This design comes from an exercise in tuning for small area on the open sky130 flow, not from production work.
Only simulation tests tie the RTL to the original design; equivalence was not proved.
No activity file was given, so power comes from the tool's default toggle rates.

## lane 1
==> flow/design.v (excerpt) <==
module regfile_sb #(
    parameter int XLEN   = 32,
    parameter int ADDR_W = 5
) (
    input  logic              clk,
    input  logic              rst,
    output logic              ready,
    input  logic [ADDR_W-1:0] address_1,
    input  logic [ADDR_W-1:0] address_2,
    output logic [XLEN-1:0]   read_data_1,
    output logic [XLEN-1:0]   read_data_2,
    output logic              busy_1,
    output logic              busy_2,
    input  logic              write_enable_3,
    input  logic [ADDR_W-1:0] address_3,
    input  logic [XLEN-1:0]   write_data_3,
    input  logic              reserve_enable,
    input  logic [ADDR_W-1:0] reserve_address
);
    localparam int DEPTH = 2 ** ADDR_W;
    localparam int NREG  = DEPTH - 1;
    logic [ADDR_W-1:0] ptr_q;
    assign ready = (ptr_q == '0);
    always_ff @(posedge clk) begin
        if (rst)         ptr_q <= ADDR_W'(1);
        else if (!ready) ptr_q <= ptr_q + ADDR_W'(1);
    end
    logic            run;
    logic [NREG-1:0] row_we, row_hold, row_rsv;
    assign run = ready && !rst;
    regfile_sb_dec #(.ADDR_W(ADDR_W)) u_decw (
        .en(run && write_enable_3), .addr(address_3), .sel(row_we));
    regfile_sb_dec #(.ADDR_W(ADDR_W)) u_decr (
        .en(run && reserve_enable), .addr(reserve_address), .sel(row_rsv));
    assign row_hold = {NREG{run}} & ~row_we;
    logic [NREG-1:0] mem_q [XLEN];
    logic [NREG-1:0] mem_d [XLEN];
    logic [NREG-1:0] busy_q;
  ...
==> flow/config.mk <==
export PLATFORM = sky130hd
export DESIGN_NAME = regfile_sb
export DESIGN_NICKNAME = regfile_sb
export VERILOG_FILES = /design/flow/design.v
export SDC_FILE = /design/flow/constraint.sdc
export NUM_CORES = 4
export LEC_CHECK = 0
export CAP_MARGIN = 10
export CORE_MARGIN = 2
export CORE_UTILIZATION = 55
export SLEW_MARGIN = 10
export SYNTH_HIERARCHICAL = 1
==> flow/constraint.sdc <==
create_clock -name core_clock -period 7.0 [get_ports {clk}]
set_input_delay 1.4000 -clock core_clock [delete_from_list [all_inputs] [get_ports {clk}]]
set_output_delay 1.4000 -clock core_clock [all_outputs]
set_load 0.01 [all_outputs]
standard.sh (not shown) runs the stock make flow with config.mk's settings and CLKGATE_MAP_FILE= SYNTH_SCRIPT=/design/flow/synth_recipe.tcl, a recipe that flattens the netlist after the stock synthesis.
==> flow/flow/run.sh <==
#!/bin/bash
# Standard ORFS layout (the standard.sh), with two changes: clock tree
# synthesis with larger sink clusters of small clock buffers and no dummy
# loads, and port buffers of the smallest buffer cell.
set -euo pipefail
export CTS_ARGS="-sink_clustering_enable -repair_clock_nets -dont_use_dummy_load -sink_clustering_size 18 -sink_clustering_max_diameter 60 -buf_list {sky130_fd_sc_hd__clkbuf_8}"
export BUFFER_PORTS_ARGS="-buffer_cell sky130_fd_sc_hd__buf_1"
bash standard.sh finish > standard.log 2>&1
What lane 2 does differently from lane 1 at the input level:
- a change of SLEW_MARGIN from 10 to 20
- a change of CAP_MARGIN from 10 to 20
- a change of CORE_UTILIZATION from 55 to 45
## What came out
Global-route wire length before repair (lane 2 vs. lane 1) increases by a little under 10%. Lane 2 vs. lane 1: final-layout worst hold slack moved down; post-route cell area moved up; final cell count moved up. The arrival time at the worst endpoint on lane 1 is in line with that on lane 2. Lane 2 vs lane 1, multi-input combinational area share went down by 0.87 points. Looking at final critical-path setup slack across lane 1 and lane 2, the one that comes out lower is lane 1.
For lane 3, these inputs were changed with respect to lane 2:
- CORE_UTILIZATION changed from 45 to 50
Switching share of power: lane 3 < lane 2
Delta (lane 3 minus lane 2): global-route wire length before repair shrank by 8100 um; layout filler cell count shrank by about 14%; vertical die dimension shrank by about 5%; final cell count shrank by 136.
Lane 2 and lane 3 all finish clean.
On lane 3: global routing usage summed across all routing layers is 3.1 points higher than what lane 2 gave.
[compare] base=lane 2 new=lane 3: maximum frequency was more or less identical; met2 routing resource usage after global routing went up by 4.2 points.
Looking at lane 2 and lane 3, the clock distribution area overhead in the final layout is a wash.
Lane 3 leaves less setup margin than lane 2.
Compared to lane 2, the routing of lane 3 uses less wire.
[inputs] lane 4 vs lane 3
- changing SLEW_MARGIN from 20 to 10
- changing CAP_MARGIN from 20 to 10
==> comparison <==
- Summary of lane 4 over lane 3: total wire length level, pre-CTS setup slack neither gained nor lost much, share of cells above drive strength 1 stayed essentially flat.
- For filler-free cell count of the finished design, lane 3 and lane 4 come out practically identical.
- Post-layout worst setup margin (lower): lane 4
- On count of inverters not on the clock network in the layout, lane 3 tracks lane 4 almost exactly.

[separate check: timing with driven ports]
In the flow no input, the clock included, has a driving cell. The finished layouts below were timed again as built, in two steps.
Step 1 assumes that a clkbuf_16 drives the clock port and a buf_2 every other input.
Step 2 also shifts input and output timing later by t, the mid clock arrival at the registers, as if the neighbouring blocks saw the same clock.
a / b / c = no drivers / after step 1 / after step 2; a / b = the first two.
run | t (ns) | setup slack, ns | worst setup path at the end | latest minus earliest clock arrival (ns) | slew at the worst register clock pin (ns)
lane 1 | 0.783 | 1.015 / 0.914 / 0.914 | input to output | 0.063 / 0.063 | 0.12 / 0.12
lane 2 | 0.772 | 1.030 / 0.876 / 0.876 | input to output | 0.088 / 0.088 | 0.12 / 0.12
lane 3 | 0.809 | 1.015 / 0.903 / 0.903 | input to output | 0.097 / 0.097 | 0.12 / 0.12
lane 4 | 0.803 | 1.004 / 0.901 / 0.901 | input to output | 0.094 / 0.094 | 0.12 / 0.12
After both steps every run listed still meets setup and hold. The setup slack of lane 2, which loses most, moves by -0.154 ns with the drivers and by -0.154 ns with both steps.
